Background: an optimization exercise with open tools, aiming at small area, a short achievable clock period and few clock cycles per item. Do not read the settings as production practice.
At most, simulation tests tie the RTL to the original design; equivalence was not proved.

==> inputs of 11-18 <==
==> flow/design.v <==
package lct_pkg;
  localparam int DEPTH_DEFAULT = 16;
  localparam int CMD_W         = 2;
  localparam int KEY_W         = 16;
  localparam int VALUE_W       = 32;
  localparam logic [VALUE_W-1:0] MISS_WORD = 32'hBF80_0000;
  typedef enum logic [CMD_W-1:0] {
    CMD_LOOKUP = 2'd0,
    CMD_INSERT = 2'd1,
    CMD_CLEAR  = 2'd2
  } cmd_t;
  typedef struct packed {
    logic [KEY_W-1:0]   key;
    logic [VALUE_W-1:0] value;
  } entry_t;
  function automatic int addr_w(input int depth);
    addr_w = (depth > 1) ? $clog2(depth) : 1;
  endfunction
endpackage
module lct_holes #(
  parameter int N = lct_pkg::DEPTH_DEFAULT
) (
  input  logic [N-1:0] vld,
  output logic [N:0]   z1,
  output logic [N:0]   z2
);
  localparam int L = $clog2(N);
  logic [N-1:0] o [L+1];
  logic [N-1:0] t [L+1];
  always_comb begin
    o[0] = ~vld;
    t[0] = '0;
    for (int k = 0; k < L; k++) begin
      for (int i = 0; i < N; i++) begin
        if (i >= (1 << k)) begin
          o[k+1][i] = o[k][i] || o[k][i-(1<<k)];
          t[k+1][i] = t[k][i] || t[k][i-(1<<k)] || (o[k][i] && o[k][i-(1<<k)]);
        end else begin
          o[k+1][i] = o[k][i];
          t[k+1][i] = t[k][i];
        end
      end
    end
    z1[0] = 1'b0;
    z2[0] = 1'b0;
    for (int p = 1; p <= N; p++) begin
      z1[p] = o[L][p-1];
      z2[p] = t[L][p-1];
    end
  end
endmodule
module lru_cache_table #(
  parameter int DEPTH = lct_pkg::DEPTH_DEFAULT
) (
  input  logic                        clk,
  input  logic                        rst,
  input  logic                        in_valid,
  output logic                        in_ready,
  input  logic [lct_pkg::CMD_W-1:0]   command,
  input  logic [lct_pkg::KEY_W-1:0]   key,
  input  logic [lct_pkg::VALUE_W-1:0] value,
  output logic                        out_valid,
  input  logic                        out_ready,
  output logic                        hit,
  output logic [lct_pkg::VALUE_W-1:0] read_data
);
  localparam int N  = DEPTH;
  localparam int IW = lct_pkg::addr_w(DEPTH);
  localparam int KW = lct_pkg::KEY_W;
  localparam int VW = lct_pkg::VALUE_W;
  logic [KW-1:0] tk  [N];
  logic [IW-1:0] ptr [N];
  logic [N-1:0]  vld;
  logic [VW-1:0] sv  [N];
  logic [IW-1:0] free_slot;
  logic [1:0]    rq_n;
  logic          rq_hit  [2];
  logic          rq_miss [2];
  logic [IW-1:0] rq_slot [2];
  logic          o_free;
  logic          rq_pop;
  logic          r_hit, r_miss;
  logic          go;
  logic [N-1:0]  m;         
  logic [N:0]    ahead;     
  logic [N:0]    full;      
  logic [N:0]    z1, z2;    
  logic          any;
  logic [N-1:0]  first;     
  logic [IW-1:0] hptr;
  logic          first_full;
  logic [IW-1:0] next_free;
  logic          is_lk, is_ins, is_clr;
  logic          do_hit, do_ins, do_clr;
  logic [N-1:0]  rot;       
  assign go       = in_valid && !rq_n[1];
  assign in_ready = !rq_n[1];
  assign o_free   = !out_valid || out_ready;
  assign rq_pop   = o_free && (rq_n != 2'd0);
  assign is_lk  = (command == lct_pkg::CMD_LOOKUP);
  assign is_ins = (command == lct_pkg::CMD_INSERT);
  assign is_clr = (command == lct_pkg::CMD_CLEAR);
  lct_holes #(.N(N)) u_holes (
    .vld(vld),
    .z1 (z1),
    .z2 (z2)
  );
  always_comb begin
    for (int p = 0; p < N; p++) begin
      m[p] = vld[p] && (tk[p] == key);
    end
    ahead[0] = 1'b0;
    for (int p = 0; p < N; p++) begin
      ahead[p+1] = ahead[p] || m[p];
    end
    full = ~z1;
    any  = ahead[N];
    for (int p = 0; p < N; p++) begin
      first[p] = m[p] && !ahead[p];
    end
    hptr       = '0;
    first_full = 1'b0;
    for (int p = 0; p < N; p++) begin
      hptr       = hptr | ({IW{first[p]}} & ptr[p]);
      first_full = first_full || (first[p] && full[p]);
    end
    if (z2[N]) begin
      next_free = '0;
      for (int p = 0; p < N; p++) begin
        if (!vld[p] && z1[p] && !z2[p]) begin
          next_free = next_free | ptr[p];
        end
      end
    end else if (z1[N-1]) begin
      next_free = ptr[N-1];
    end else begin
      next_free = ptr[N-2];
    end
  end
  assign do_hit = go && is_lk && any;
  assign do_ins = go && is_ins;
  assign do_clr = go && is_clr && any;
  assign r_hit  = is_lk && any;
  assign r_miss = is_lk && !any;
  always_comb begin
    for (int p = 0; p < N; p++) begin
      rot[p] = (do_ins && full[p]) || (do_hit && !ahead[p]);
    end
  end
  always_ff @(posedge clk) begin
    if (rot[0]) begin
      tk[0] <= key;
    end
    for (int p = 1; p < N; p++) begin
      if (rot[p]) begin
        tk[p] <= tk[p-1];
      end
    end
  end
  always_ff @(posedge clk) begin
    if (rst) begin
      for (int p = 0; p < N; p++) begin
        ptr[p] <= IW'(p);
      end
      free_slot <= '0;
    end else begin
      if (rot[0]) begin
        ptr[0] <= do_ins ? free_slot : hptr;
      end
      for (int p = 1; p < N; p++) begin
        if (rot[p]) begin
          ptr[p] <= ptr[p-1];
        end
      end
      if (do_ins) begin
        free_slot <= next_free;
      end else if (do_hit && full[N] && first[N-1]) begin
        free_slot <= ptr[N-2];
      end else if (do_clr && first_full) begin
        free_slot <= hptr;
      end
    end
  end
  always_ff @(posedge clk) begin
    if (rst) begin
      vld <= '0;
    end else begin
      if (rot[0]) begin
        vld[0] <= 1'b1;
      end else if (do_clr && first[0]) begin
        vld[0] <= 1'b0;
      end
      for (int p = 1; p < N; p++) begin
        if (rot[p]) begin
          vld[p] <= vld[p-1];
        end else if (do_clr && first[p]) begin
          vld[p] <= 1'b0;
        end
      end
    end
  end
  always_ff @(posedge clk) begin
    for (int s = 0; s < N; s++) begin
      if (do_ins && (free_slot == IW'(s))) begin
        sv[s] <= value;
      end
    end
  end
  always_ff @(posedge clk) begin
    if (rst) begin
      rq_n      <= 2'd0;
      out_valid <= 1'b0;
    end else begin
      if (o_free) begin
        out_valid <= (rq_n != 2'd0);
      end
      rq_n <= rq_n + {1'b0, go} - {1'b0, rq_pop};
    end
  end
  always_ff @(posedge clk) begin
    if (rq_pop) begin
      rq_hit[0]  <= rq_hit[1];
      rq_miss[0] <= rq_miss[1];
      rq_slot[0] <= rq_slot[1];
    end
    if (go && (rq_n == (rq_pop ? 2'd1 : 2'd0))) begin
      rq_hit[0]  <= r_hit;
      rq_miss[0] <= r_miss;
      rq_slot[0] <= hptr;
    end
    if (go) begin
      rq_hit[1]  <= r_hit;
      rq_miss[1] <= r_miss;
      rq_slot[1] <= hptr;
    end
  end
  always_ff @(posedge clk) begin
    if (o_free) begin
      hit       <= rq_hit[0];
      read_data <= rq_hit[0] ? sv[rq_slot[0]] : (rq_miss[0] ? lct_pkg::MISS_WORD : '0);
    end
  end
endmodule
==> flow/run.sh <==
#!/bin/bash
# synth_recipe.tcl (not shown) runs the flow's synth.tcl, then flattens the netlist and writes it again
# the make line also repeats each setting of config.mk as NAME=value (left out here)
make -C /OpenROAD-flow-scripts/flow DESIGN_CONFIG=/design/flow/config.mk WORK_HOME=/design/flow/orfs CLKGATE_MAP_FILE= SYNTH_SCRIPT=/design/flow/synth_recipe.tcl finish
==> flow/config.mk <==
export PLATFORM = sky130hd
export DESIGN_NAME = lru_cache_table
export DESIGN_NICKNAME = lru_cache_table
export VERILOG_FILES = /design/flow/design.v
export SDC_FILE = /design/flow/constraint.sdc
export NUM_CORES = 4
export LEC_CHECK = 0
export CAP_MARGIN = 20
export CORE_MARGIN = 2
export CORE_UTILIZATION = 60
export SETUP_SLACK_MARGIN = 2.5
export SLEW_MARGIN = 20
==> flow/constraint.sdc <==
create_clock -name core_clock -period 5.0 [get_ports {clk}]
set_input_delay 1.0000 -clock core_clock [delete_from_list [all_inputs] [get_ports {clk}]]
set_output_delay 1.0000 -clock core_clock [all_outputs]
set_load 0.01 [all_outputs]
==> 09-17: changes against 11-18 <==
--- a/flow/design.v
+++ b/flow/design.v
@@ -19,31 +19,22 @@
 endpackage
-module lct_holes #(
-  parameter int N = lct_pkg::DEPTH_DEFAULT
+module lct_ram #(
+  parameter int DEPTH = lct_pkg::DEPTH_DEFAULT
 ) (
-  input  logic [N-1:0] vld,
-  output logic [N:0]   z1,
-  output logic [N:0]   z2
+  input  logic                              clk,
+  input  logic                              rd_en,
+  input  logic [lct_pkg::addr_w(DEPTH)-1:0] rd_addr,
+  output lct_pkg::entry_t                   rd_data,
+  input  logic                              wr_en,
+  input  logic [lct_pkg::addr_w(DEPTH)-1:0] wr_addr,
+  input  lct_pkg::entry_t                   wr_data
 );
-  localparam int L = $clog2(N);
-  logic [N-1:0] o [L+1];
-  logic [N-1:0] t [L+1];
-  always_comb begin
-    o[0] = ~vld;
-    t[0] = '0;
-    for (int k = 0; k < L; k++) begin
-      for (int i = 0; i < N; i++) begin
-        if (i >= (1 << k)) begin
-          o[k+1][i] = o[k][i] || o[k][i-(1<<k)];
-          t[k+1][i] = t[k][i] || t[k][i-(1<<k)] || (o[k][i] && o[k][i-(1<<k)]);
-        end else begin
-          o[k+1][i] = o[k][i];
-          t[k+1][i] = t[k][i];
-        end
-      end
-    end
-    z1[0] = 1'b0;
-    z2[0] = 1'b0;
-    for (int p = 1; p <= N; p++) begin
-      z1[p] = o[L][p-1];
-      z2[p] = t[L][p-1];
+  logic [lct_pkg::KEY_W+lct_pkg::VALUE_W-1:0] mem [0:DEPTH-1];
+  always_ff @(posedge clk) begin
+    if (wr_en) begin
+      mem[wr_addr] <= wr_data;
+    end
+  end
+  always_ff @(posedge clk) begin
+    if (rd_en) begin
+      rd_data <= mem[rd_addr];
     end
@@ -70,2 +61,7 @@
   localparam int VW = lct_pkg::VALUE_W;
+  logic                      req_v;
+  logic [lct_pkg::CMD_W-1:0] req_cmd;
+  logic [KW-1:0]             req_key;
+  logic [VW-1:0]             req_val;
+  logic [N-1:0]              req_m;     
   logic [KW-1:0] tk  [N];
@@ -74,3 +70,2 @@
   logic [VW-1:0] sv  [N];
-  logic [IW-1:0] free_slot;
   logic [1:0]    rq_n;
@@ -83,11 +78,9 @@
   logic          go;
-  logic [N-1:0]  m;         
   logic [N:0]    ahead;     
   logic [N:0]    full;      
-  logic [N:0]    z1, z2;    
   logic          any;
   logic [N-1:0]  first;     
+  logic [N-1:0]  hole;      
   logic [IW-1:0] hptr;
-  logic          first_full;
-  logic [IW-1:0] next_free;
+  logic [IW-1:0] wslot;
   logic          is_lk, is_ins, is_clr;
@@ -95,44 +88,30 @@
   logic [N-1:0]  rot;       
-  assign go       = in_valid && !rq_n[1];
-  assign in_ready = !rq_n[1];
+  logic [N-1:0]  eq;
+  logic          eq_req;
+  logic [N-1:0]  m_d;
+  assign go       = req_v;
   assign o_free   = !out_valid || out_ready;
   assign rq_pop   = o_free && (rq_n != 2'd0);
-  assign is_lk  = (command == lct_pkg::CMD_LOOKUP);
-  assign is_ins = (command == lct_pkg::CMD_INSERT);
-  assign is_clr = (command == lct_pkg::CMD_CLEAR);
-  lct_holes #(.N(N)) u_holes (
-    .vld(vld),
-    .z1 (z1),
-    .z2 (z2)
-  );
+  assign in_ready = req_v ? (!rq_n[1] && (rq_pop || (rq_n == 2'd0)))
+                          : (!rq_n[1] || rq_pop);
+  assign is_lk  = (req_cmd == lct_pkg::CMD_LOOKUP);
+  assign is_ins = (req_cmd == lct_pkg::CMD_INSERT);
+  assign is_clr = (req_cmd == lct_pkg::CMD_CLEAR);
   always_comb begin
-    for (int p = 0; p < N; p++) begin
-      m[p] = vld[p] && (tk[p] == key);
-    end
     ahead[0] = 1'b0;
-    for (int p = 0; p < N; p++) begin
-      ahead[p+1] = ahead[p] || m[p];
-    end
-    full = ~z1;
-    any  = ahead[N];
-    for (int p = 0; p < N; p++) begin
-      first[p] = m[p] && !ahead[p];
-    end
-    hptr       = '0;
-    first_full = 1'b0;
-    for (int p = 0; p < N; p++) begin
-      hptr       = hptr | ({IW{first[p]}} & ptr[p]);
-      first_full = first_full || (first[p] && full[p]);
-    end
-    if (z2[N]) begin
-      next_free = '0;
-      for (int p = 0; p < N; p++) begin
-        if (!vld[p] && z1[p] && !z2[p]) begin
-          next_free = next_free | ptr[p];
-        end
-      end
-    end else if (z1[N-1]) begin
-      next_free = ptr[N-1];
-    end else begin
-      next_free = ptr[N-2];
+    full[0]  = 1'b1;
+    for (int p = 0; p < N; p++) begin
+      ahead[p+1] = ahead[p] || req_m[p];
+      full[p+1]  = full[p] && vld[p];
+    end
+    any = ahead[N];
+    for (int p = 0; p < N; p++) begin
+      first[p] = req_m[p] && !ahead[p];
+      hole[p]  = full[p] && (!vld[p] || (p == N - 1));
+    end
+    hptr  = '0;
+    wslot = '0;
+    for (int p = 0; p < N; p++) begin
+      hptr  = hptr | ({IW{first[p]}} & ptr[p]);
+      wslot = wslot | ({IW{hole[p]}} & ptr[p]);
     end
@@ -149,5 +128,18 @@
   end
+  always_comb begin
+    for (int p = 0; p < N; p++) begin
+      eq[p] = vld[p] && (tk[p] == key);
+    end
+    eq_req = (req_key == key);
+    for (int p = 0; p < N; p++) begin
+      if (rot[p]) begin
+        m_d[p] = (p == 0) ? eq_req : eq[(p + N - 1) % N];
+      end else begin
+        m_d[p] = eq[p] && !(do_clr && first[p]);
+      end
+    end
+  end
   always_ff @(posedge clk) begin
     if (rot[0]) begin
-      tk[0] <= key;
+      tk[0] <= req_key;
     end
@@ -164,6 +156,5 @@
       end
-      free_slot <= '0;
     end else begin
       if (rot[0]) begin
-        ptr[0] <= do_ins ? free_slot : hptr;
+        ptr[0] <= do_ins ? wslot : hptr;
       end
@@ -173,9 +164,2 @@
         end
-      end
-      if (do_ins) begin
-        free_slot <= next_free;
-      end else if (do_hit && full[N] && first[N-1]) begin
-        free_slot <= ptr[N-2];
-      end else if (do_clr && first_full) begin
-        free_slot <= hptr;
       end
@@ -203,6 +187,12 @@
     for (int s = 0; s < N; s++) begin
-      if (do_ins && (free_slot == IW'(s))) begin
-        sv[s] <= value;
-      end
-    end
+      if (do_ins && (wslot == IW'(s))) begin
+        sv[s] <= req_val;
+      end
+    end
+  end
+  always_ff @(posedge clk) begin
+    req_cmd <= command;
+    req_key <= key;
+    req_val <= value;
+    req_m   <= m_d;
   end
@@ -210,2 +200,3 @@
     if (rst) begin
+      req_v     <= 1'b0;
       rq_n      <= 2'd0;
@@ -213,2 +204,3 @@
     end else begin
+      req_v <= in_valid && in_ready;
       if (o_free) begin
--- a/flow/config.mk
+++ b/flow/config.mk
@@ -10,3 +10,5 @@
 export CORE_UTILIZATION = 60
-export SETUP_SLACK_MARGIN = 2.5
+export CTS_CLUSTER_DIAMETER = 110
+export CTS_CLUSTER_SIZE = 24
+export SETUP_SLACK_MARGIN = 2.2
 export SLEW_MARGIN = 20
==> 02-21: changes against 11-18 <==
--- a/flow/design.v
+++ b/flow/design.v
@@ -19,31 +19,22 @@
 endpackage
-module lct_holes #(
-  parameter int N = lct_pkg::DEPTH_DEFAULT
+module lct_ram #(
+  parameter int DEPTH = lct_pkg::DEPTH_DEFAULT
 ) (
-  input  logic [N-1:0] vld,
-  output logic [N:0]   z1,
-  output logic [N:0]   z2
+  input  logic                              clk,
+  input  logic                              rd_en,
+  input  logic [lct_pkg::addr_w(DEPTH)-1:0] rd_addr,
+  output lct_pkg::entry_t                   rd_data,
+  input  logic                              wr_en,
+  input  logic [lct_pkg::addr_w(DEPTH)-1:0] wr_addr,
+  input  lct_pkg::entry_t                   wr_data
 );
-  localparam int L = $clog2(N);
-  logic [N-1:0] o [L+1];
-  logic [N-1:0] t [L+1];
-  always_comb begin
-    o[0] = ~vld;
-    t[0] = '0;
-    for (int k = 0; k < L; k++) begin
-      for (int i = 0; i < N; i++) begin
-        if (i >= (1 << k)) begin
-          o[k+1][i] = o[k][i] || o[k][i-(1<<k)];
-          t[k+1][i] = t[k][i] || t[k][i-(1<<k)] || (o[k][i] && o[k][i-(1<<k)]);
-        end else begin
-          o[k+1][i] = o[k][i];
-          t[k+1][i] = t[k][i];
-        end
-      end
-    end
-    z1[0] = 1'b0;
-    z2[0] = 1'b0;
-    for (int p = 1; p <= N; p++) begin
-      z1[p] = o[L][p-1];
-      z2[p] = t[L][p-1];
+  logic [lct_pkg::KEY_W+lct_pkg::VALUE_W-1:0] mem [0:DEPTH-1];
+  always_ff @(posedge clk) begin
+    if (wr_en) begin
+      mem[wr_addr] <= wr_data;
+    end
+  end
+  always_ff @(posedge clk) begin
+    if (rd_en) begin
+      rd_data <= mem[rd_addr];
     end
@@ -70,2 +61,7 @@
   localparam int VW = lct_pkg::VALUE_W;
+  logic                      req_v;
+  logic [lct_pkg::CMD_W-1:0] req_cmd;
+  logic [KW-1:0]             req_key;
+  logic [VW-1:0]             req_val;
+  logic [N-1:0]              req_m;     
   logic [KW-1:0] tk  [N];
@@ -74,3 +70,2 @@
   logic [VW-1:0] sv  [N];
-  logic [IW-1:0] free_slot;
   logic [1:0]    rq_n;
@@ -83,11 +78,9 @@
   logic          go;
-  logic [N-1:0]  m;         
   logic [N:0]    ahead;     
   logic [N:0]    full;      
-  logic [N:0]    z1, z2;    
   logic          any;
   logic [N-1:0]  first;     
+  logic [N-1:0]  hole;      
   logic [IW-1:0] hptr;
-  logic          first_full;
-  logic [IW-1:0] next_free;
+  logic [IW-1:0] wslot;
   logic          is_lk, is_ins, is_clr;
@@ -95,44 +88,29 @@
   logic [N-1:0]  rot;       
-  assign go       = in_valid && !rq_n[1];
-  assign in_ready = !rq_n[1];
+  logic [N-1:0]  eq;
+  logic          eq_req;
+  logic [N-1:0]  m_d;
+  assign go       = req_v && !rq_n[1];
+  assign in_ready = !req_v || !rq_n[1];
   assign o_free   = !out_valid || out_ready;
   assign rq_pop   = o_free && (rq_n != 2'd0);
-  assign is_lk  = (command == lct_pkg::CMD_LOOKUP);
-  assign is_ins = (command == lct_pkg::CMD_INSERT);
-  assign is_clr = (command == lct_pkg::CMD_CLEAR);
-  lct_holes #(.N(N)) u_holes (
-    .vld(vld),
-    .z1 (z1),
-    .z2 (z2)
-  );
+  assign is_lk  = (req_cmd == lct_pkg::CMD_LOOKUP);
+  assign is_ins = (req_cmd == lct_pkg::CMD_INSERT);
+  assign is_clr = (req_cmd == lct_pkg::CMD_CLEAR);
   always_comb begin
-    for (int p = 0; p < N; p++) begin
-      m[p] = vld[p] && (tk[p] == key);
-    end
     ahead[0] = 1'b0;
-    for (int p = 0; p < N; p++) begin
-      ahead[p+1] = ahead[p] || m[p];
-    end
-    full = ~z1;
-    any  = ahead[N];
-    for (int p = 0; p < N; p++) begin
-      first[p] = m[p] && !ahead[p];
-    end
-    hptr       = '0;
-    first_full = 1'b0;
-    for (int p = 0; p < N; p++) begin
-      hptr       = hptr | ({IW{first[p]}} & ptr[p]);
-      first_full = first_full || (first[p] && full[p]);
-    end
-    if (z2[N]) begin
-      next_free = '0;
-      for (int p = 0; p < N; p++) begin
-        if (!vld[p] && z1[p] && !z2[p]) begin
-          next_free = next_free | ptr[p];
-        end
-      end
-    end else if (z1[N-1]) begin
-      next_free = ptr[N-1];
-    end else begin
-      next_free = ptr[N-2];
+    full[0]  = 1'b1;
+    for (int p = 0; p < N; p++) begin
+      ahead[p+1] = ahead[p] || req_m[p];
+      full[p+1]  = full[p] && vld[p];
+    end
+    any = ahead[N];
+    for (int p = 0; p < N; p++) begin
+      first[p] = req_m[p] && !ahead[p];
+      hole[p]  = full[p] && (!vld[p] || (p == N - 1));
+    end
+    hptr  = '0;
+    wslot = '0;
+    for (int p = 0; p < N; p++) begin
+      hptr  = hptr | ({IW{first[p]}} & ptr[p]);
+      wslot = wslot | ({IW{hole[p]}} & ptr[p]);
     end
@@ -149,5 +127,18 @@
   end
+  always_comb begin
+    for (int p = 0; p < N; p++) begin
+      eq[p] = vld[p] && (tk[p] == key);
+    end
+    eq_req = (req_key == key);
+    for (int p = 0; p < N; p++) begin
+      if (rot[p]) begin
+        m_d[p] = (p == 0) ? eq_req : eq[(p + N - 1) % N];
+      end else begin
+        m_d[p] = eq[p] && !(do_clr && first[p]);
+      end
+    end
+  end
   always_ff @(posedge clk) begin
     if (rot[0]) begin
-      tk[0] <= key;
+      tk[0] <= req_key;
     end
@@ -164,6 +155,5 @@
       end
-      free_slot <= '0;
     end else begin
       if (rot[0]) begin
-        ptr[0] <= do_ins ? free_slot : hptr;
+        ptr[0] <= do_ins ? wslot : hptr;
       end
@@ -173,9 +163,2 @@
         end
-      end
-      if (do_ins) begin
-        free_slot <= next_free;
-      end else if (do_hit && full[N] && first[N-1]) begin
-        free_slot <= ptr[N-2];
-      end else if (do_clr && first_full) begin
-        free_slot <= hptr;
       end
@@ -203,5 +186,13 @@
     for (int s = 0; s < N; s++) begin
-      if (do_ins && (free_slot == IW'(s))) begin
-        sv[s] <= value;
-      end
+      if (do_ins && (wslot == IW'(s))) begin
+        sv[s] <= req_val;
+      end
+    end
+  end
+  always_ff @(posedge clk) begin
+    if (in_ready) begin
+      req_cmd <= command;
+      req_key <= key;
+      req_val <= value;
+      req_m   <= m_d;
     end
@@ -210,2 +201,3 @@
     if (rst) begin
+      req_v     <= 1'b0;
       rq_n      <= 2'd0;
@@ -213,2 +205,5 @@
     end else begin
+      if (in_ready) begin
+        req_v <= in_valid;
+      end
       if (o_free) begin
--- a/flow/config.mk
+++ b/flow/config.mk
@@ -10,3 +10,5 @@
 export CORE_UTILIZATION = 60
-export SETUP_SLACK_MARGIN = 2.5
+export CTS_CLUSTER_DIAMETER = 125
+export CTS_CLUSTER_SIZE = 27
+export SETUP_SLACK_MARGIN = 2.2
 export SLEW_MARGIN = 20
==> summary.txt <==
Design area, lowest first: 02-21, 09-17, 11-18. Clock skew, lowest first: 02-21, 09-17, 11-18. The lowest synthesized cell count belongs to 09-17, the highest to 11-18. Between 02-21 and 09-17, the lower global-route usage is in 02-21 (gap 1.6 points).
Testbench counts of 02-21, summed over its fixed seeds: cycles 16,024, requests 16,000.
No functional check of the RTL was part of 11-18 and 09-17.

==> afterwards: timing with drivers on the ports <==
In the flow no input, the clock included, has a driving cell. The finished layouts below were timed again as built, in two steps. Step 1: set_driving_cell puts a clkbuf_16 on clk and a buf_2 on each other input, an assumption about the parent block. Step 2 times the ports against the registers' clock, not the clock port: input delays grow and output delays shrink by t, the midpoint of the rising clock arrivals with the driver on. a / b / c = no drivers / after step 1 / after step 2; a / b = the first two.
run | t, ns | setup WS [ns] | worst setup path after step 2
11-18 | 0.700 | 1.506 / 1.527 / 0.827 | input to register
09-17 | 0.684 | 2.116 / 2.116 / 1.686 | input to register
02-21 | 0.686 | 2.196 / 2.196 / 1.626 | input to register
After both steps setup and hold are still met in every run listed. The setup slack of 11-18, which loses most, moves by +0.021 ns with the drivers and by -0.679 ns with both steps.
